Context: an optimization exercise on an open-source flow, tuned for small area, a short achievable clock period and few clock cycles. The choices shown serve that exercise and are no tape-out recipe.
No functional check of the RTL was part of this run.

==> flow/design.v <==
`default_nettype none
package ps2kb_pkg;
   localparam int KEY_MAP_BITS_DEF = 256;
   localparam int REPORT_SLOTS_DEF = 6;
   localparam int MAX_SLOTS        = 6;
   localparam int FIFO_DEPTH       = 2;
   localparam int RSP_DATA_W       = 64;
   localparam int RSP_ROLL_BIT     = 8 + 8 * MAX_SLOTS;
   localparam logic MODE_BYTE = 1'b0;
   localparam logic MODE_TICK = 1'b1;
   localparam logic [7:0] PRE_EXT    = 8'hE0;
   localparam logic [7:0] PRE_PAUSE  = 8'hE1;
   localparam logic [7:0] PRE_BREAK  = 8'hF0;
   localparam logic [7:0] PAUSE_HOLD = 8'h14;
   localparam logic [9:0] CODE_PAUSE    = 10'h277;
   localparam logic [9:0] CODE_APP      = 10'd303;
   localparam logic [9:0] CODE_KP_DIV   = 10'd330;
   localparam logic [9:0] CODE_KP_ENTER = 10'd346;
   localparam logic [9:0] EXT_BASE      = 10'd361;
   localparam int         NORMAL_LEN    = 132;
   localparam int         EXT_LEN       = 21;
   localparam logic [7:0] KEY_PAUSE    = 8'd72;
   localparam logic [7:0] KEY_APP      = 8'd101;
   localparam logic [7:0] KEY_KP_DIV   = 8'd84;
   localparam logic [7:0] KEY_KP_ENTER = 8'd88;
   localparam logic [9:0] TICK_MAX = 10'd1023;
   function automatic logic [7:0] normal_code(input logic [7:0] idx);
      logic [7:0] val;
      case (idx)
         8'd0: val = 8'd1;
         8'd1: val = 8'd66;
         8'd3: val = 8'd62;
         8'd4: val = 8'd60;
         8'd5: val = 8'd58;
         8'd6: val = 8'd59;
         8'd7: val = 8'd69;
         8'd9: val = 8'd67;
         8'd10: val = 8'd65;
         8'd11: val = 8'd63;
         8'd12: val = 8'd61;
         8'd13: val = 8'd43;
         8'd14: val = 8'd53;
         8'd21: val = 8'd20;
         8'd22: val = 8'd30;
         8'd26: val = 8'd29;
         8'd27: val = 8'd22;
         8'd28: val = 8'd4;
         8'd29: val = 8'd26;
         8'd30: val = 8'd31;
         8'd33: val = 8'd6;
         8'd34: val = 8'd27;
         8'd35: val = 8'd7;
         8'd36: val = 8'd8;
         8'd37: val = 8'd33;
         8'd38: val = 8'd32;
         8'd41: val = 8'd44;
         8'd42: val = 8'd25;
         8'd43: val = 8'd9;
         8'd44: val = 8'd23;
         8'd45: val = 8'd21;
         8'd46: val = 8'd34;
         8'd49: val = 8'd17;
         8'd50: val = 8'd5;
         8'd51: val = 8'd11;
         8'd52: val = 8'd10;
         8'd53: val = 8'd28;
         8'd54: val = 8'd35;
         8'd58: val = 8'd16;
         8'd59: val = 8'd13;
         8'd60: val = 8'd24;
         8'd61: val = 8'd36;
         8'd62: val = 8'd37;
         8'd65: val = 8'd54;
         8'd66: val = 8'd14;
         8'd67: val = 8'd12;
         8'd68: val = 8'd18;
         8'd69: val = 8'd39;
         8'd70: val = 8'd38;
         8'd73: val = 8'd55;
         8'd74: val = 8'd56;
         8'd75: val = 8'd15;
         8'd76: val = 8'd51;
         8'd77: val = 8'd19;
         8'd78: val = 8'd45;
         8'd82: val = 8'd52;
         8'd84: val = 8'd47;
         8'd85: val = 8'd46;
         8'd88: val = 8'd57;
         8'd90: val = 8'd40;
         8'd91: val = 8'd48;
         8'd93: val = 8'd49;
         8'd97: val = 8'd100;
         8'd102: val = 8'd42;
         8'd105: val = 8'd89;
         8'd107: val = 8'd92;
         8'd108: val = 8'd95;
         8'd112: val = 8'd98;
         8'd113: val = 8'd99;
         8'd114: val = 8'd90;
         8'd115: val = 8'd93;
         8'd116: val = 8'd94;
         8'd117: val = 8'd96;
         8'd118: val = 8'd41;
         8'd119: val = 8'd83;
         8'd120: val = 8'd68;
         8'd121: val = 8'd87;
         8'd122: val = 8'd91;
         8'd123: val = 8'd86;
         8'd124: val = 8'd85;
         8'd125: val = 8'd97;
         8'd126: val = 8'd71;
         8'd131: val = 8'd64;
         default: val = 8'd0;
      endcase
      normal_code = val;
   endfunction
   function automatic logic [7:0] ext_code(input logic [4:0] idx);
      logic [7:0] val;
      case (idx)
         5'd0: val = 8'd77;
         5'd2: val = 8'd80;
         5'd3: val = 8'd74;
         5'd7: val = 8'd73;
         5'd8: val = 8'd76;
         5'd9: val = 8'd81;
         5'd11: val = 8'd79;
         5'd12: val = 8'd82;
         5'd17: val = 8'd78;
         5'd19: val = 8'd70;
         5'd20: val = 8'd75;
         default: val = 8'd0;
      endcase
      ext_code = val;
   endfunction
   typedef struct packed {
      logic       tick;
      logic       key_make;
      logic [7:0] key;
      logic [7:0] mods;
   } cmd_type;
   function automatic logic [7:0] lookup_key(input logic [9:0] code);
      logic [7:0] key;
      logic [9:0] ext_off;
      key     = 8'd0;
      ext_off = code - EXT_BASE;
      if (code < 10'(NORMAL_LEN)) begin
         key = normal_code(code[7:0]);
      end else if (code == CODE_PAUSE) begin
         key = KEY_PAUSE;
      end else if (code == CODE_APP) begin
         key = KEY_APP;
      end else if (code == CODE_KP_DIV) begin
         key = KEY_KP_DIV;
      end else if (code == CODE_KP_ENTER) begin
         key = KEY_KP_ENTER;
      end else if (code >= EXT_BASE && code < EXT_BASE + 10'(EXT_LEN)) begin
         key = ext_code(ext_off[4:0]);
      end
      lookup_key = key;
   endfunction
   function automatic logic [7:0] modifier_mask(input logic [9:0] code);
      logic [7:0] mask;
      unique case (code)
         10'h014: mask = 8'b0000_0001;
         10'h012: mask = 8'b0000_0010;
         10'h011: mask = 8'b0000_0100;
         10'h11F: mask = 8'b0000_1000;
         10'h114: mask = 8'b0001_0000;
         10'h059: mask = 8'b0010_0000;
         10'h111: mask = 8'b0100_0000;
         10'h127: mask = 8'b1000_0000;
         default: mask = 8'b0000_0000;
      endcase
      modifier_mask = mask;
   endfunction
   function automatic logic [6:0] code_token(input logic [9:0] code);
      logic [6:0] t;
      case (code)
         10'h000: t = 7'd1;
         10'h001: t = 7'd66;
         10'h003: t = 7'd62;
         10'h004: t = 7'd60;
         10'h005: t = 7'd58;
         10'h006: t = 7'd59;
         10'h007: t = 7'd69;
         10'h009: t = 7'd67;
         10'h00a: t = 7'd65;
         10'h00b: t = 7'd63;
         10'h00c: t = 7'd61;
         10'h00d: t = 7'd43;
         10'h00e: t = 7'd53;
         10'h011: t = 7'd106;
         10'h012: t = 7'd105;
         10'h014: t = 7'd104;
         10'h015: t = 7'd20;
         10'h016: t = 7'd30;
         10'h01a: t = 7'd29;
         10'h01b: t = 7'd22;
         10'h01c: t = 7'd4;
         10'h01d: t = 7'd26;
         10'h01e: t = 7'd31;
         10'h021: t = 7'd6;
         10'h022: t = 7'd27;
         10'h023: t = 7'd7;
         10'h024: t = 7'd8;
         10'h025: t = 7'd33;
         10'h026: t = 7'd32;
         10'h029: t = 7'd44;
         10'h02a: t = 7'd25;
         10'h02b: t = 7'd9;
         10'h02c: t = 7'd23;
         10'h02d: t = 7'd21;
         10'h02e: t = 7'd34;
         10'h031: t = 7'd17;
         10'h032: t = 7'd5;
         10'h033: t = 7'd11;
         10'h034: t = 7'd10;
         10'h035: t = 7'd28;
         10'h036: t = 7'd35;
         10'h03a: t = 7'd16;
         10'h03b: t = 7'd13;
         10'h03c: t = 7'd24;
         10'h03d: t = 7'd36;
         10'h03e: t = 7'd37;
         10'h041: t = 7'd54;
         10'h042: t = 7'd14;
         10'h043: t = 7'd12;
         10'h044: t = 7'd18;
         10'h045: t = 7'd39;
         10'h046: t = 7'd38;
         10'h049: t = 7'd55;
         10'h04a: t = 7'd56;
         10'h04b: t = 7'd15;
         10'h04c: t = 7'd51;
         10'h04d: t = 7'd19;
         10'h04e: t = 7'd45;
         10'h052: t = 7'd52;
         10'h054: t = 7'd47;
         10'h055: t = 7'd46;
         10'h058: t = 7'd57;
         10'h059: t = 7'd109;
         10'h05a: t = 7'd40;
         10'h05b: t = 7'd48;
         10'h05d: t = 7'd49;
         10'h061: t = 7'd100;
         10'h066: t = 7'd42;
         10'h069: t = 7'd89;
         10'h06b: t = 7'd92;
         10'h06c: t = 7'd95;
         10'h070: t = 7'd98;
         10'h071: t = 7'd99;
         10'h072: t = 7'd90;
         10'h073: t = 7'd93;
         10'h074: t = 7'd94;
         10'h075: t = 7'd96;
         10'h076: t = 7'd41;
         10'h077: t = 7'd83;
         10'h078: t = 7'd68;
         10'h079: t = 7'd87;
         10'h07a: t = 7'd91;
         10'h07b: t = 7'd86;
         10'h07c: t = 7'd85;
         10'h07d: t = 7'd97;
         10'h07e: t = 7'd71;
         10'h083: t = 7'd64;
         10'h111: t = 7'd110;
         10'h114: t = 7'd108;
         10'h11f: t = 7'd107;
         10'h127: t = 7'd111;
         10'h12f: t = 7'd101;
         10'h14a: t = 7'd84;
         10'h15a: t = 7'd88;
         10'h169: t = 7'd77;
         10'h16b: t = 7'd80;
         10'h16c: t = 7'd74;
         10'h170: t = 7'd73;
         10'h171: t = 7'd76;
         10'h172: t = 7'd81;
         10'h174: t = 7'd79;
         10'h175: t = 7'd82;
         10'h17a: t = 7'd78;
         10'h17c: t = 7'd70;
         10'h17d: t = 7'd75;
         10'h277: t = 7'd72;
         default: t = 7'd0;
      endcase
      code_token = t;
   endfunction
endpackage
`default_nettype wire
`default_nettype none
module ps2kb_code_token(code, token);
  input [9:0] code;
  wire [9:0] code;
  output [6:0] token;
  wire [6:0] token;
  wire n0;
  wire n1;
  wire n10;
  wire n100;
  wire n101;
  wire n102;
  wire n103;
  wire n104;
  wire n105;
  wire n106;
  wire n107;
  wire n108;
  wire n109;
  wire n11;
  wire n110;
  wire n111;
  wire n112;
  wire n113;
  wire n114;
  wire n115;
  wire n116;
  wire n117;
  wire n118;
  wire n119;
  wire n12;
  wire n120;
  wire n121;
  wire n122;
  wire n123;
  wire n124;
  wire n125;
  wire n126;
  wire n127;
  wire n128;
  wire n129;
  wire n13;
  wire n130;
  wire n131;
  wire n132;
  wire n133;
  wire n134;
  wire n135;
  wire n136;
  wire n137;
  wire n138;
  wire n139;
  wire n14;
  wire n140;
  wire n141;
  wire n142;
  wire n143;
  wire n144;
  wire n145;
  wire n146;
  wire n147;
  wire n148;
  wire n149;
  wire n15;
  wire n150;
  wire n151;
  wire n152;
  wire n153;
  wire n154;
  wire n155;
  wire n156;
  wire n157;
  wire n158;
  wire n159;
  wire n16;
  wire n160;
  wire n161;
  wire n162;
  wire n163;
  wire n164;
  wire n165;
  wire n166;
  wire n167;
  wire n168;
  wire n169;
  wire n17;
  wire n170;
  wire n171;
  wire n172;
  wire n173;
  wire n174;
  wire n175;
  wire n176;
  wire n177;
  wire n178;
  wire n179;
  wire n18;
  wire n180;
  wire n181;
  wire n182;
  wire n183;
  wire n184;
  wire n185;
  wire n186;
  wire n187;
  wire n188;
  wire n189;
  wire n19;
  wire n190;
  wire n191;
  wire n192;
  wire n193;
  wire n194;
  wire n195;
  wire n196;
  wire n197;
  wire n198;
  wire n199;
  wire n2;
  wire n20;
  wire n200;
  wire n201;
  wire n202;
  wire n203;
  wire n204;
  wire n205;
  wire n206;
  wire n207;
  wire n208;
  wire n209;
  wire n21;
  wire n210;
  wire n211;
  wire n212;
  wire n213;
  wire n214;
  wire n215;
  wire n216;
  wire n217;
  wire n218;
  wire n219;
  wire n22;
  wire n220;
  wire n221;
  wire n222;
  wire n223;
  wire n224;
  wire n225;
  wire n226;
  wire n227;
  wire n228;
  wire n229;
  wire n23;
  wire n230;
  wire n231;
  wire n232;
  wire n233;
  wire n234;
  wire n235;
  wire n236;
  wire n237;
  wire n238;
  wire n239;
  wire n24;
  wire n240;
  wire n241;
  wire n242;
  wire n243;
  wire n244;
  wire n245;
  wire n246;
  wire n247;
  wire n248;
  wire n249;
  wire n25;
  wire n250;
  wire n251;
  wire n252;
  wire n253;
  wire n254;
  wire n255;
  wire n256;
  wire n257;
  wire n258;
  wire n259;
  wire n26;
  wire n260;
  wire n261;
  wire n262;
  wire n263;
  wire n264;
  wire n265;
  wire n266;
  wire n267;
  wire n268;
  wire n269;
  wire n27;
  wire n270;
  wire n271;
  wire n272;
  wire n273;
  wire n274;
  wire n275;
  wire n276;
  wire n277;
  wire n278;
  wire n279;
  wire n28;
  wire n280;
  wire n281;
  wire n282;
  wire n283;
  wire n284;
  wire n285;
  wire n286;
  wire n287;
  wire n288;
  wire n289;
  wire n29;
  wire n290;
  wire n291;
  wire n292;
  wire n293;
  wire n294;
  wire n295;
  wire n296;
  wire n297;
  wire n298;
  wire n299;
  wire n3;
  wire n30;
  wire n300;
  wire n301;
  wire n302;
  wire n303;
  wire n304;
  wire n305;
  wire n306;
  wire n307;
  wire n308;
  wire n309;
  wire n31;
  wire n310;
  wire n311;
  wire n312;
  wire n313;
  wire n32;
  wire n33;
  wire n34;
  wire n35;
  wire n36;
  wire n37;
  wire n38;
  wire n39;
  wire n4;
  wire n40;
  wire n41;
  wire n42;
  wire n43;
  wire n44;
  wire n45;
  wire n46;
  wire n47;
  wire n48;
  wire n49;
  wire n5;
  wire n50;
  wire n51;
  wire n52;
  wire n53;
  wire n54;
  wire n55;
  wire n56;
  wire n57;
  wire n58;
  wire n59;
  wire n6;
  wire n60;
  wire n61;
  wire n62;
  wire n63;
  wire n64;
  wire n65;
  wire n66;
  wire n67;
  wire n68;
  wire n69;
  wire n7;
  wire n70;
  wire n71;
  wire n72;
  wire n73;
  wire n74;
  wire n75;
  wire n76;
  wire n77;
  wire n78;
  wire n79;
  wire n8;
  wire n80;
  wire n81;
  wire n82;
  wire n83;
  wire n84;
  wire n85;
  wire n86;
  wire n87;
  wire n88;
  wire n89;
  wire n9;
  wire n90;
  wire n91;
  wire n92;
  wire n93;
  wire n94;
  wire n95;
  wire n96;
  wire n97;
  wire n98;
  wire n99;
  assign n296 = ~code[4];
  assign n295 = code[9] | code[7];
  assign n294 = code[5] & ~(n295);
  assign n293 = code[2] & code[1];
  assign n292 = n294 ? n296 : n293;
  assign n291 = code[1] | ~(code[2]);
  assign n290 = ~(code[6] & code[3]);
  assign n289 = ~(n290 | n291);
  assign n288 = n289 & ~(code[0]);
  assign n287 = code[3] & code[1];
  assign n286 = ~n287;
  assign n285 = code[1] & ~(code[0]);
  assign n284 = n285 | code[8];
  assign n283 = n286 & ~(n284);
  assign n282 = code[7] | ~(code[5]);
  assign n281 = ~(code[6] & code[4]);
  assign n280 = n281 | n282;
  assign n279 = code[1] & ~(code[2]);
  assign n278 = code[6] | code[4];
  assign n277 = n279 & ~(n278);
  assign n276 = code[5] | ~(code[7]);
  assign n275 = n277 & ~(n276);
  assign n274 = n280 & ~(n275);
  assign n273 = n283 & ~(n274);
  assign n272 = ~(n273 | n288);
  assign n271 = n292 & ~(n272);
  assign n270 = ~code[8];
  assign n269 = n281 | n270;
  assign n268 = n294 & ~(n269);
  assign n267 = n268 | n271;
  assign n266 = n294 & ~(code[8]);
  assign n265 = code[0] & code[1];
  assign n264 = code[3] & code[2];
  assign n263 = ~(n264 | n265);
  assign n262 = code[3] & ~(code[1]);
  assign n261 = n263 & ~(n262);
  assign n260 = ~(code[2] | code[0]);
  assign n259 = n260 & n287;
  assign n258 = n291 & ~(n259);
  assign n257 = n266 ? n261 : n258;
  assign n256 = n267 & ~(n257);
  assign n255 = n295 | code[5];
  assign n254 = n270 & ~(n255);
  assign n253 = n254 & ~(code[6]);
  assign n252 = n253 & ~(n296);
  assign n251 = n252 & n285;
  assign n250 = n281 | ~(n254);
  assign n249 = ~(n250 | n264);
  assign n248 = n249 | n251;
  assign n247 = ~code[2];
  assign n246 = code[1] & ~(n253);
  assign n245 = n246 | n247;
  assign n244 = n248 & ~(n245);
  assign n243 = code[8] & ~(code[6]);
  assign n242 = ~n243;
  assign n241 = code[4] & ~(n255);
  assign n240 = n241 & ~(n242);
  assign n239 = n278 | ~(n266);
  assign n238 = code[6] & ~(code[4]);
  assign n237 = n238 & n254;
  assign n236 = n237 | ~(n239);
  assign n235 = n236 | n240;
  assign n234 = ~code[6];
  assign n233 = code[0] & ~(code[2]);
  assign n232 = n233 & ~(code[3]);
  assign n231 = n234 & ~(n232);
  assign n230 = ~n233;
  assign n229 = code[0] & ~(code[1]);
  assign n228 = ~(n229 | n285);
  assign n227 = code[3] ? n230 : n228;
  assign n226 = n227 | n231;
  assign n225 = n235 & ~(n226);
  assign n224 = n225 | n244;
  assign n223 = n224 | n256;
  assign n222 = ~code[0];
  assign n221 = n264 & ~(n239);
  assign n220 = code[2] & ~(code[3]);
  assign n219 = code[6] | ~(code[4]);
  assign n218 = n266 & ~(n219);
  assign n217 = n218 | n237;
  assign n216 = ~(n217 & n220);
  assign n215 = n216 & ~(n221);
  assign n214 = n222 & ~(n215);
  assign n213 = n266 & ~(code[3]);
  assign n212 = ~(n285 & n247);
  assign n211 = n212 | n281;
  assign n210 = ~(n285 & code[2]);
  assign n209 = n238 & ~(n210);
  assign n208 = code[6] | ~(code[0]);
  assign n207 = n279 & ~(n208);
  assign n206 = n207 | n277;
  assign n205 = n206 | n209;
  assign n204 = n211 & ~(n205);
  assign n203 = n213 & ~(n204);
  assign n202 = code[2] & code[0];
  assign n201 = ~(n202 & n287);
  assign n200 = n240 & ~(n201);
  assign n199 = ~(code[3] | code[1]);
  assign n198 = ~(n199 | n287);
  assign n197 = n266 & ~(n198);
  assign n196 = n222 & ~(n294);
  assign n195 = n202 | n281;
  assign n194 = ~(n195 | n196);
  assign n193 = n194 & n197;
  assign n192 = n247 & ~(n198);
  assign n191 = ~code[1];
  assign n190 = code[4] & ~(n264);
  assign n189 = n191 & ~(n190);
  assign n188 = n189 | n192;
  assign n187 = n208 | ~(n254);
  assign n186 = n188 & ~(n187);
  assign n185 = n186 | n193;
  assign n184 = n185 | n200;
  assign n183 = n184 | n203;
  assign n182 = n254 & ~(code[4]);
  assign n181 = n182 & n289;
  assign n180 = n233 & ~(code[1]);
  assign n179 = ~(n180 | n259);
  assign n178 = n220 & n265;
  assign n177 = n178 | ~(n179);
  assign n176 = n281 | ~(n266);
  assign n175 = n176 | n199;
  assign n174 = n177 & ~(n175);
  assign n173 = n174 | n181;
  assign n172 = ~code[3];
  assign n171 = n210 & ~(n207);
  assign n170 = n182 & ~(n171);
  assign n169 = n294 & ~(code[4]);
  assign n168 = ~(n293 & code[0]);
  assign n167 = n168 | n242;
  assign n166 = n169 & ~(n167);
  assign n165 = ~(n166 | n170);
  assign n164 = n172 & ~(n165);
  assign n163 = n164 | n173;
  assign n162 = n163 | n183;
  assign n161 = n162 | n214;
  assign token[1] = n161 | n223;
  assign n160 = code[3] & ~(code[0]);
  assign n159 = n268 & ~(n160);
  assign n158 = ~(code[3] | code[2]);
  assign n157 = ~(n158 | n264);
  assign n156 = n157 & n229;
  assign n155 = n156 | code[1];
  assign n154 = n159 & ~(n155);
  assign n153 = ~(n154 | n271);
  assign n152 = n251 & ~(n220);
  assign n151 = ~(n152 | n200);
  assign n150 = ~(n151 | n160);
  assign n149 = n202 | n260;
  assign n148 = n199 & ~(code[6]);
  assign n147 = n149 | ~(n148);
  assign n146 = n241 & ~(n147);
  assign n145 = n146 | n150;
  assign n144 = n145 | ~(n153);
  assign n143 = n197 & n238;
  assign n142 = n153 & ~(n143);
  assign n141 = n233 & ~(n142);
  assign n140 = ~(n254 & n262);
  assign n139 = ~(n140 & n257);
  assign n138 = n222 ? n293 : n158;
  assign n137 = ~(n138 | n289);
  assign n136 = n137 | n296;
  assign n135 = n277 | n288;
  assign n134 = n136 & ~(n135);
  assign n133 = n266 & ~(n134);
  assign n132 = code[4] | code[0];
  assign n131 = n133 & ~(n132);
  assign n130 = code[3] | code[0];
  assign n129 = n240 & ~(n130);
  assign n128 = ~(n129 | n194);
  assign n127 = n128 & ~(n131);
  assign n126 = n139 & ~(n127);
  assign n125 = n126 | n141;
  assign n124 = n169 & ~(n230);
  assign n123 = n124 & ~(n290);
  assign n122 = n176 & ~(n123);
  assign n121 = n247 & ~(n122);
  assign n120 = n273 & ~(code[9]);
  assign n119 = n295 | code[2];
  assign n118 = n243 | ~(n287);
  assign n117 = n118 | n119;
  assign n116 = n117 | n254;
  assign n115 = n196 & ~(n116);
  assign n114 = ~(n202 & n191);
  assign n113 = n114 & ~(n279);
  assign n112 = n113 | ~(n263);
  assign n111 = n159 & ~(n112);
  assign n110 = ~(n111 | n115);
  assign n109 = n254 & ~(n278);
  assign n108 = n109 & n177;
  assign n107 = ~(n108 | n166);
  assign n106 = ~(n107 & n110);
  assign n105 = n106 | n120;
  assign n104 = n105 | n121;
  assign n103 = n104 | n125;
  assign token[6] = n103 | n144;
  assign n102 = ~(code[3] & code[0]);
  assign n101 = n130 & n102;
  assign n100 = n101 | ~(n268);
  assign n99 = token[6] & ~(n100);
  assign n98 = n101 | n250;
  assign n97 = n98 | n158;
  assign n96 = code[0] ? n172 : n157;
  assign n95 = n109 & ~(n96);
  assign n94 = n95 | n123;
  assign n93 = n97 & ~(n94);
  assign n92 = n191 & ~(n93);
  assign n91 = n236 & ~(n114);
  assign n90 = ~(n157 & code[1]);
  assign n89 = n109 & ~(n90);
  assign n88 = n89 | n91;
  assign n87 = ~(n88 | n133);
  assign n86 = ~(n87 & n151);
  assign n85 = n86 | n92;
  assign n84 = n182 | code[1];
  assign n83 = n84 | ~(n176);
  assign n82 = n83 & ~(n202);
  assign n81 = n96 | ~(n218);
  assign n80 = n82 & ~(n81);
  assign n79 = n149 | n286;
  assign n78 = n182 & ~(n79);
  assign n77 = n78 | n166;
  assign n76 = n77 | n80;
  assign n75 = ~(n249 & n160);
  assign n74 = n237 & ~(n102);
  assign n73 = n74 | n221;
  assign n72 = n75 & ~(n73);
  assign n71 = n191 & ~(n72);
  assign n70 = n71 | n173;
  assign n69 = n70 | n76;
  assign n68 = n69 | n85;
  assign token[0] = n68 | n99;
  assign n67 = n291 | ~(n101);
  assign n66 = n252 & ~(n67);
  assign n65 = n218 & ~(n114);
  assign n64 = n65 | n66;
  assign n63 = n296 & ~(n110);
  assign n62 = n63 | n64;
  assign n61 = n62 | n224;
  assign n60 = n92 & ~(n270);
  assign n59 = n60 | n76;
  assign n58 = n252 & ~(n172);
  assign n57 = n245 & ~(n58);
  assign n56 = n82 & ~(n57);
  assign n55 = n56 & ~(n296);
  assign n54 = n230 | ~(n236);
  assign n53 = n260 | ~(n228);
  assign n52 = n109 & ~(n53);
  assign n51 = n254 & ~(n211);
  assign n50 = n51 | n221;
  assign n49 = n50 | n52;
  assign n48 = n54 & ~(n49);
  assign n47 = n286 & ~(n48);
  assign n46 = n47 | n55;
  assign n45 = n46 | n59;
  assign n44 = n45 | n61;
  assign token[2] = n44 | n125;
  assign n43 = ~(n156 | n288);
  assign n42 = n236 & ~(n43);
  assign n41 = ~(n158 & n191);
  assign n40 = n132 & ~(n41);
  assign n39 = code[4] & ~(n114);
  assign n38 = n290 & ~(n210);
  assign n37 = n38 | n39;
  assign n36 = n37 | n40;
  assign n35 = n148 | ~(n266);
  assign n34 = n36 & ~(n35);
  assign n33 = ~(n34 | n42);
  assign n32 = ~(n33 & n165);
  assign n31 = ~(n109 & code[2]);
  assign n30 = n31 & ~(n249);
  assign n29 = n139 & ~(n30);
  assign n28 = n237 & ~(n179);
  assign n27 = ~(n98 | n113);
  assign n26 = n27 | n28;
  assign n25 = n26 | n29;
  assign n24 = n25 | n32;
  assign token[5] = n24 | n145;
  assign n23 = n26 | n56;
  assign n22 = n121 & ~(n191);
  assign n21 = ~(n179 | n262);
  assign n20 = n67 & ~(n21);
  assign n19 = n218 & ~(n20);
  assign n18 = ~(n39 & n253);
  assign n17 = ~(n18 & n110);
  assign n16 = n17 | n19;
  assign n15 = n16 | n22;
  assign n14 = n15 | n23;
  assign n13 = ~(n220 | n265);
  assign n12 = n13 | n293;
  assign n11 = n109 & ~(n12);
  assign n10 = n123 & ~(code[8]);
  assign n9 = n10 | n11;
  assign n8 = n9 | n131;
  assign n7 = n8 | n70;
  assign token[4] = n7 | n14;
  assign n6 = ~(n266 & n191);
  assign n5 = n6 | ~(n33);
  assign n4 = ~(n5 & n165);
  assign n3 = n238 | ~(n220);
  assign n2 = n4 & ~(n3);
  assign n1 = n16 | n124;
  assign n0 = n243 | ~(n262);
  assign n313 = n1 & ~(n0);
  assign n312 = n313 | n2;
  assign n311 = ~(code[4] | code[2]);
  assign n310 = n213 & ~(n311);
  assign n309 = n310 | n182;
  assign n308 = n220 & ~(n266);
  assign n307 = ~(code[6] & code[1]);
  assign n306 = n307 | n202;
  assign n305 = n306 | n308;
  assign n304 = n309 & ~(n305);
  assign n303 = n218 | ~(n116);
  assign n302 = n303 & ~(n204);
  assign n301 = n302 | n251;
  assign n300 = n301 | n29;
  assign n299 = n300 | n304;
  assign n298 = n299 | n8;
  assign n297 = n298 | n144;
  assign token[3] = n297 | n312;
endmodule
`default_nettype wire
`default_nettype none
module ps2_keyboard_to_hid_report #(
   parameter int KEY_MAP_BITS = ps2kb_pkg::KEY_MAP_BITS_DEF,
   parameter int REPORT_SLOTS = ps2kb_pkg::REPORT_SLOTS_DEF
) (
   input  wire logic                          clock,
   input  wire logic                          reset,
   input  wire logic                          req_tvalid,
   output logic                               req_tready,
   input  wire logic                          req_tuser,   
   input  wire logic [7:0]                    req_tdata,   
   output logic                               rsp_tvalid,
   input  wire logic                          rsp_tready,
   output logic [ps2kb_pkg::RSP_DATA_W-1:0]   rsp_tdata,
   input  wire logic                          csr_valid,
   output logic                               csr_ready,
   input  wire logic [9:0]                    csr_data     
);
   localparam int NS = 6;   
   localparam logic [127:0] KEYS = 128'h0000003ffffffffffffbfffffffffff2;
   assign csr_ready = 1'b1;
   logic busy_ff;                       
   logic e_go;                          
   logic p_scan;                        
   logic       a_valid_ff, s_valid_ff, rdy_ff;
   logic [8:0] a_item_ff, s_item_ff;    
   logic       a_take;                  
   logic       acc;
   assign req_tready = rdy_ff;
   assign acc        = req_tvalid && rdy_ff;
   always_ff @(posedge clock) begin
      if (reset) begin
         a_valid_ff <= 1'b0;
         s_valid_ff <= 1'b0;
         rdy_ff     <= 1'b0;
      end else begin
         if (!a_valid_ff || a_take) begin
            a_valid_ff <= s_valid_ff || acc;
            s_valid_ff <= 1'b0;
            rdy_ff     <= 1'b1;
         end else if (acc) begin
            s_valid_ff <= 1'b1;
            rdy_ff     <= 1'b0;
         end else begin
            rdy_ff     <= !s_valid_ff;
         end
      end
   end
   always_ff @(posedge clock) begin
      if (!a_valid_ff || a_take) begin
         a_item_ff <= s_valid_ff ? s_item_ff : {req_tuser, req_tdata};
      end
      if (!s_valid_ff) begin
         s_item_ff <= {req_tuser, req_tdata};
      end
   end
   logic       e0_ff, e1_ff, rel_ff;
   logic       b_valid_ff, b_tick_ff, b_brk_ff;
   logic [6:0] b_key_ff;
   logic       b_load;                  
   logic       m_load;                  
   logic [7:0] d_byte;
   logic [6:0] d_key;
   logic       d_pre_e0, d_pre_e1, d_drop, d_pre_f0, d_done;
   assign a_take   = a_valid_ff && b_load;
   assign d_byte   = a_item_ff[7:0];
   ps2kb_code_token u_token (
      .code  ({e1_ff, e0_ff, d_byte}),
      .token (d_key)
   );
   assign d_pre_e0 = !e1_ff && d_byte == ps2kb_pkg::PRE_EXT;
   assign d_pre_e1 = !e1_ff && d_byte == ps2kb_pkg::PRE_PAUSE;
   assign d_drop   = e1_ff && d_byte == ps2kb_pkg::PAUSE_HOLD;
   assign d_pre_f0 = d_byte == ps2kb_pkg::PRE_BREAK;
   assign d_done   = !(d_pre_e0 || d_pre_e1 || d_drop || d_pre_f0);
   always_ff @(posedge clock) begin
      if (reset) begin
         e0_ff  <= 1'b0;
         e1_ff  <= 1'b0;
         rel_ff <= 1'b0;
      end else if (a_take && !a_item_ff[8]) begin
         if (d_pre_e0) begin
            e0_ff <= 1'b1;
         end else if (d_pre_e1) begin
            e1_ff <= 1'b1;
         end else if (d_drop) begin
         end else if (d_pre_f0) begin
            rel_ff <= 1'b1;
         end else begin
            e0_ff  <= 1'b0;
            e1_ff  <= 1'b0;
            rel_ff <= 1'b0;
         end
      end
   end
   assign b_load = !b_valid_ff || m_load;
   always_ff @(posedge clock) begin
      if (reset) begin
         b_valid_ff <= 1'b0;
      end else if (b_load) begin
         b_valid_ff <= a_valid_ff && (a_item_ff[8] || d_done);
      end
   end
   always_ff @(posedge clock) begin
      if (b_load) begin
         b_tick_ff <= a_item_ff[8];
         b_brk_ff  <= rel_ff;
         b_key_ff  <= d_key;
      end
   end
   logic [127:0] map_ff;
   logic [9:0]   ticks_ff;              
   logic         m_valid_ff, m_tick_ff, m_brk_ff, m_member_ff;
   logic [6:0]   m_key_ff;
   logic [6:0]   km;                    
   logic         e_wr;                  
   logic         m_member;
   assign m_load   = !busy_ff && (!m_valid_ff || (e_go && !p_scan));
   assign km       = busy_ff ? ~ticks_ff[6:0] : b_key_ff;
   assign m_member = (e_wr && m_key_ff == km) ? !m_brk_ff : map_ff[km];
   always_ff @(posedge clock) begin
      if (reset) begin
         m_valid_ff <= 1'b0;
      end else if (busy_ff) begin
         m_valid_ff <= !scan_end;
      end else if (m_load) begin
         m_valid_ff <= b_valid_ff;
      end else if (e_go) begin
         m_valid_ff <= 1'b0;
      end
   end
   always_ff @(posedge clock) begin
      if (busy_ff || m_load) begin
         m_tick_ff   <= !busy_ff && b_tick_ff;
         m_brk_ff    <= b_brk_ff;
         m_key_ff    <= km;
         m_member_ff <= m_member;
      end
   end
   logic [7:0]         mods_ff;
   logic [NS-1:0][6:0] slot_ff;
   logic               over_ff;         
   logic [6:0]         cnt_ff;          
   logic [9:0]         idle_ff;
   logic               rsp_valid_ff;
   logic [6:0]         k;
   logic [NS-1:0]      lt;
   logic               is_mod, is_key, chg, scan_end;
   logic               e_ok;            
   logic               p_ins, p_del, p_roll, p_rep;   
   logic               s_ins;           
   logic               do_scan, do_roll, do_rep;
   assign rsp_tvalid = rsp_valid_ff;
   always_comb begin
      rsp_tdata        = '0;
      rsp_tdata[7:0]   = mods_ff;
      for (int s = 0; s < NS; s++) begin
         rsp_tdata[8 + 8 * s +: 7] = slot_ff[s];
      end
      rsp_tdata[ps2kb_pkg::RSP_ROLL_BIT] = over_ff;
   end
   assign e_ok     = m_valid_ff && !busy_ff;
   assign e_go     = e_ok && (!rsp_valid_ff || rsp_tready);
   assign k        = m_key_ff;
   assign is_mod   = !m_tick_ff && k[6:3] == 4'b1101;
   assign is_key   = !m_tick_ff && k[6:3] != 4'b1101 && k != 7'd0;
   assign e_wr     = e_go && is_key;
   assign chg      = m_member_ff == m_brk_ff;   
   assign scan_end = busy_ff && m_valid_ff && m_member_ff && slot_ff[NS-2] != 7'd0;
   localparam logic [6:0] CNT_0 = 7'b0000001;
   localparam logic [6:0] CNT_6 = 7'b1000001;
   localparam logic [6:0] CNT_7 = 7'b0000011;
   always_comb begin
      for (int s = 0; s < NS; s++) begin
         lt[s] = slot_ff[s] != 7'd0 && slot_ff[s] < k;
      end
   end
   always_comb begin
      p_ins  = 1'b0;
      p_del  = 1'b0;
      p_roll = 1'b0;
      p_scan = 1'b0;
      p_rep  = 1'b0;
      if (!busy_ff) begin
         if (m_tick_ff) begin
            p_rep = idle_ff != 10'd0 && ticks_ff + 10'd1 == idle_ff;
         end else begin
            if (is_key && chg) begin
               if (!m_brk_ff) begin
                  p_roll = !over_ff && cnt_ff == CNT_6;
                  p_ins  = !over_ff && cnt_ff != CNT_6;
               end else begin
                  p_scan = over_ff && cnt_ff == CNT_7;
                  p_del  = !over_ff;
               end
            end
            p_rep = !p_scan;
         end
      end
   end
   assign s_ins   = busy_ff && m_valid_ff && m_member_ff;
   assign do_scan = e_go && p_scan;
   assign do_roll = e_go && p_roll;
   assign do_rep  = scan_end || (e_go && p_rep);
   logic [7:0]  map_row;
   logic [15:0] map_col;
   logic        map_v;
   assign map_v  = !m_brk_ff && !reset;
   always_comb begin
      for (int j = 0; j < 8; j++) map_row[j] = reset || (e_wr && k[6:4] == 3'(j));
      for (int m = 0; m < 16; m++) map_col[m] = reset || k[3:0] == 4'(m);
   end
   for (genvar i = 0; i < 128; i++) begin : g_map
      if (KEYS[i]) begin : g_bit
         always_ff @(posedge clock) begin
            if (map_row[i / 16] && map_col[i % 16]) begin
               map_ff[i] <= map_v;
            end
         end
      end else begin : g_none
         assign map_ff[i] = 1'b0;
      end
   end
   for (genvar s = 0; s < NS; s++) begin : g_slot
      logic       pos, en;
      logic [6:0] lower, upper, shifted, d;
      assign pos     = !lt[s] && (s == 0 || lt[s == 0 ? 0 : s-1]);
      assign lower   = (s == 0) ? 7'd0 : slot_ff[s == 0 ? 0 : s-1];
      assign upper   = (s == NS - 1) ? 7'd0 : slot_ff[s == NS - 1 ? 0 : s+1];
      assign shifted = p_del ? upper : (pos ? k : lower);
      assign en      = reset || (s_ins && !lt[s])
                       || (e_go && (p_scan || p_roll || ((p_ins || p_del) && !lt[s])));
      assign d       = (reset || p_scan) ? 7'd0 : p_roll ? 7'd1 : shifted;
      always_ff @(posedge clock) begin
         if (en) begin
            slot_ff[s] <= d;
         end
      end
   end
   always_ff @(posedge clock) begin
      if (reset) begin
         mods_ff      <= 8'd0;
         over_ff      <= 1'b0;
         cnt_ff       <= CNT_0;
         idle_ff      <= 10'd0;
         ticks_ff     <= 10'd0;
         busy_ff      <= 1'b0;
         rsp_valid_ff <= 1'b0;
      end else begin
         if (csr_valid) begin
            idle_ff <= csr_data;
         end
         if (do_rep) begin
            rsp_valid_ff <= 1'b1;
         end else if (rsp_tready) begin
            rsp_valid_ff <= 1'b0;
         end
         if (e_go && is_mod) begin
            mods_ff[k[2:0]] <= !m_brk_ff;
         end
         if (e_wr && chg) begin
            cnt_ff <= m_brk_ff ? {cnt_ff[0] ^ cnt_ff[6], cnt_ff[6:1]}
                               : {cnt_ff[5:0], cnt_ff[6] ^ cnt_ff[5]};
         end
         if (do_roll) begin
            over_ff <= 1'b1;
         end
         if (do_scan) begin
            over_ff <= 1'b0;
            busy_ff <= 1'b1;
         end
         if (scan_end) begin
            busy_ff <= 1'b0;
         end
         if (do_scan) begin
            ticks_ff <= 10'(7'd127 - 7'd101);    
         end else if (do_rep) begin
            ticks_ff <= 10'd0;
         end else if (busy_ff || (e_go && m_tick_ff)) begin
            ticks_ff <= ticks_ff + 10'd1;
         end
      end
   end
endmodule
`default_nettype wire
==> flow/flow/run.sh <==
#!/bin/bash
# The standard layout (the standard.sh, all steps), with one change to how it is made:
# the buffers that placement puts on every input and output port are buf_2 cells instead of
# the cell buffer_ports picks by default (a slow clkdlybuf4s50_1).
set -euo pipefail
printf '\nexport BUFFER_PORTS_ARGS = -buffer_cell sky130_fd_sc_hd__buf_2\n' >> config.mk
bash standard.sh > standard.log 2>&1
==> flow/standard.sh <==
#!/bin/bash
# synth_recipe.tcl (not shown) runs the flow's synth.tcl, then flattens the netlist and writes it again
# the make line also repeats each setting of config.mk as NAME=value (left out here)
make -C /OpenROAD-flow-scripts/flow DESIGN_CONFIG=/design/flow/config.mk WORK_HOME=/design/flow/orfs CLKGATE_MAP_FILE= SYNTH_SCRIPT=/design/flow/synth_recipe.tcl "${@:-finish}"
==> flow/config.mk <==
export PLATFORM = sky130hd
export DESIGN_NAME = ps2_keyboard_to_hid_report
export DESIGN_NICKNAME = ps2_keyboard_to_hid_report
export VERILOG_FILES = /design/flow/design.v
export SDC_FILE = /design/flow/constraint.sdc
export NUM_CORES = 4
export LEC_CHECK = 0
export CAP_MARGIN = 20
export CORE_MARGIN = 2
export CORE_UTILIZATION = 40
export CTS_BUF_LIST = sky130_fd_sc_hd__clkbuf_4 sky130_fd_sc_hd__clkbuf_8
export CTS_CLUSTER_DIAMETER = 50
export CTS_CLUSTER_SIZE = 20
export PLACE_DENSITY = 0.6
export SETUP_SLACK_MARGIN = 5.0
export SLEW_MARGIN = 20

export BUFFER_PORTS_ARGS = -buffer_cell sky130_fd_sc_hd__buf_2
==> flow/constraint.sdc <==
create_clock -name core_clock -period 8.0 [get_ports {clock}]
set_input_delay 1.6000 -clock core_clock [delete_from_list [all_inputs] [get_ports {clock}]]
set_output_delay 1.6000 -clock core_clock [all_outputs]
set_load 0.01 [all_outputs]
==> run summary <==
## layer usage
layer	part of all wire	up-vias
met5	0	-
met4	0.036	0
met3	0.068	96
met2	0.46	484
met1	0.43	5234
li1	-	4986
## worst min path at each step
stage | to | start | depth (start not counted)
floorplan | m_brk_ff$_DFFE_PP_ | b_brk_ff$_DFFE_PP_ | 0
global placement | m_brk_ff$_DFFE_PP_ | b_brk_ff$_DFFE_PP_ | 0
detailed placement | b_brk_ff$_DFFE_PP_ | rel_ff$_SDFFE_PP0P_ | 0
CTS | b_brk_ff$_DFFE_PP_ | rel_ff$_SDFFE_PP0P_ | 0
global route | m_brk_ff$_DFFE_PP_ | b_brk_ff$_DFFE_PP_ | 0
finish | b_brk_ff$_DFFE_PP_ | rel_ff$_SDFFE_PP0P_ | 0
## area by class of cell
type / instances / area share
Clock buffer: 37 / 0.0319
Clock inverter: 15 / 0.0108
Inverter: 39 / 0.0135
Multi-Input combinational cell: 969 / 0.432
Sequential cell: 223 / 0.416
Tap cell: 402 / 0.0340
Timing Repair Buffer: 142 / 0.0618
## state kept, by name, summed over array words and instances (netlist names), 7 cells and up
signal and cells:
map_ff 98, slot_ff 42, idle_ff 10, ticks_ff 10, a_item_ff 9, s_item_ff 9, mods_ff 8, b_key_ff 7
cnt_ff 7, m_key_ff 7
## report_power, final
group          total (mW)  internal [mW]  switching (mW)
clock               0.939          0.466           0.473
sequential           1.41           1.34          0.0711
combinational       0.729          0.283           0.446
## cells by family after synthesis
| logic type | synth area share |
|---|---|
| buffers and inverters | 0.0461 |
| other | 0.000586 |
| adders and majority gates | 0.0576 |
| DFF | 0.479 |
| muxes | 0.0622 |
| xor gates and xnor gates | 0.0225 |
| and+or+nand+nor | 0.180 |
| AOI/OAI and AO/OA | 0.152 |
## timing repair
item                       CTS  global route
pin swaps                    3             1
gates resized for setup     43            25
setup buffers               27            17
cloned                       4             0
setup endpoints to repair  231           176
## cell usage after synthesis, types with 11 or more instances
cell type,instances
buf_2,14
buf_4,22
and3_1,21
nand2b_1,22
o21ai_0,69
clkbuf_1,44
nand3_1,25
a21oi_1,65
nor4_1,17
mux2i_1,58
edfxtp_1,168
nand2_1,109
a211oi_1,24
nor2b_1,15
dfxtp_1,55
a31oi_1,31
a311oi_1,11
nor3_1,34
xnor2_1,27
inv_1,36
ha_1,59
nor2_1,199
## placed cells by master, fill, tap and decap left out, drive strengths merged, types with 6 or more instances in the layout
master  Yosys  routed
nand4      10      10
o21ai      72      72
clkinv      1       7
nor2b      15      15
nor4       19      19
or2         6       6
nand2b     23      23
a31oi      31      31
and3       21      21
ha         59      59
a311oi     11      11
o21a        7       7
a21o        6       6
a22o        9       9
o22ai      10      10
nand2     110     111
nor3       35      35
inv        38      39
nor2      199     199
conb        2      14
clkbuf     44      37
or3         7       7
xnor2      27      27
buf        43     142
nand3      25      25
a22oi       7       7
mux2       10      10
edfxtp    168     168
xor2        6       6
mux2i      59      59
dfxtp      55      55
a21oi      66      66
a211oi     24      24
==> flow_metrics.env <==
export IMPL_min_period_ns=2.95
export IMPL_holdWs_ns=0.447
export IMPL_rows=65
export IMPL_clockBufferDepth=3
export IMPL_antenna_found_initial=0
export IMPL_clock_sinks=223
export IMPL_synth_ff_type="edfxtp_1"
export IMPL_wl_per_cell_um=21.4
export IMPL_io_pins=91
export IMPL_start_util=0.406
export IMPL_dp_cells=1727
export IMPL_placed_cell_area_um2=13500
export IMPL_fin_nets=1486
export IMPL_ff2ff_path_depth=8
export IMPL_track_usage=0.228
export IMPL_critPathKind="flip-flop to primary output"
export IMPL_drive_above_1_share=0.194
export IMPL_antenna_cells=0
export IMPL_vias=10800
export IMPL_grt_pass1_wl_um=59600
export IMPL_period_share=0.369
export IMPL_synth_top_area_cell="edfxtp_1"
export IMPL_synthCells=1305
export IMPL_tritoncts="done"
export IMPL_regArea_um2=6150
export IMPL_fill_cells=2984
export IMPL_final_cell_area_um2=14800
export IMPL_cp_endpoint="rsp_tdata[19]"
export IMPL_multi_input_area_um2=6390
export IMPL_cts_max_level=1
export IMPL_slowest_delay_ns=0.54
export IMPL_totalWireLength_um=39000
export IMPL_dieArea_um2=33500
export IMPL_setup_viol=0
export IMPL_post_route_util=0.469
export IMPL_ys_seq_area_frac=0.479
export IMPL_fin_tns_setup_ns=0
export IMPL_worst_r2r_startpoint="m_key_ff[4]$_DFFE_PP_"
export IMPL_crit_fanout=5
export IMPL_rsz0062_at_grt="yes"
export IMPL_power_mw=3.08
export IMPL_postRouteAntennaNets=0
export IMPL_cts_hold_buffers_added=0
export IMPL_outcome="timing/DRC/antenna clean"
export IMPL_fin_cells=1827
export IMPL_max_slew_margin_rel=0.370
export IMPL_die_h_um=183
export IMPL_synth_edf_count=168
export IMPL_drc=0
export IMPL_reg2reg_setup_slack_ns=5.08
export IMPL_clk_pin_slew_worst_paths_ns=0.08
export IMPL_path_cells="buf_2"
export IMPL_use_met3=0.0346
export IMPL_gp_congestion=0.931
export IMPL_io_buffers=76
export IMPL_syn_to_final_growth_pct=15.3
export IMPL_overflow=0
export IMPL_critical_path_depth=1
export IMPL_yosysWarnings=30
export IMPL_gr_usage_met2=0.369
export IMPL_slew_violations=0
export IMPL_core_um2=31600
export IMPL_crit_required_ns=6.40
export IMPL_hold_class="flip-flop to flip-flop"
export IMPL_synth_area_um2=12800
export IMPL_grtUsageMet1=0.311
export IMPL_postSynth_asyncResetShare=0
export IMPL_synthDominantCellAreaShare=0.393
export IMPL_die_w_um=183
export IMPL_ir_drop_mv=0.105
export IMPL_cp_start_kind="flip-flop"
export IMPL_cts_buffers=28
export IMPL_drt_iter0_drc=1112
export IMPL_ys_seq_elements=223
export IMPL_crit_path_top_delay_cell="edfxtp_1"
export IMPL_syn_area_per_cell_um2=9.83
export IMPL_grt_max_degree=99
export IMPL_cp_top_family="flip-flops"
export IMPL_worst_path_buf_inv=1
export IMPL_drv_cap=0
export IMPL_dp_hpwl_um=25800
export IMPL_synth_cell_types=82
export IMPL_top_usage_layer="met2"
export IMPL_cp_arrival_ns=1.35
export IMPL_pre_cts_slack_ns=3.87
export IMPL_powerDensity_nw_per_um2=208
export IMPL_fin_ws_ns=5.05
export IMPL_avgViaCountPerCell=5.91
export IMPL_crit_path_end_kind="primary output"
export IMPL_root_buffer="clkbuf_8"
export IMPL_ys_top_cells_by_area="edfxtp_1, dfxtp_1, nor2_1"
export IMPL_finalHoldViolations=0
export IMPL_r2r_end="slot_ff[35]$_SDFFCE_PP0P_"
export IMPL_first_global_vias=10200
export IMPL_skew_ns=0.0311
export IMPL_p_leak_nw=5.67
export IMPL_dr_pass1_iters=8
export IMPL_crit_start="slot_ff[10]$_SDFFCE_PP0P_"
export IMPL_fmax_ghz=0.339
export IMPL_clk_insertion_delay_late_ns=0.60
export IMPL_tightest_slew_ns=0.918

-- re-timing with driven ports --
No port has a modelled driver above. Below, the same layout with a new extraction and two added sets of constraints.
Step 1 (the two cells are an assumption about what drives the block):
set clk [get_ports {clock}]
set_driving_cell -lib_cell sky130_fd_sc_hd__clkbuf_16 $clk
set_driving_cell -lib_cell sky130_fd_sc_hd__buf_2 [delete_from_list [all_inputs] $clk]
Step 2 times the ports against the registers' clock, not the clock port: input delays grow and output delays shrink by t, the midpoint of the rising clock arrivals with the driver on.
Three values: ideal ports, drivers, drivers and shift; two values: the first two.
shift t [ns]: 0.634
setup slack, ns: 5.047 / 5.000 / 4.487
worst setup path at the end: input to register
worst slew at a driven data input, ns: 0.06
After both steps this run still meets setup and hold. The setup slack of this run moves by -0.047 ns with the drivers and by -0.560 ns with both steps.
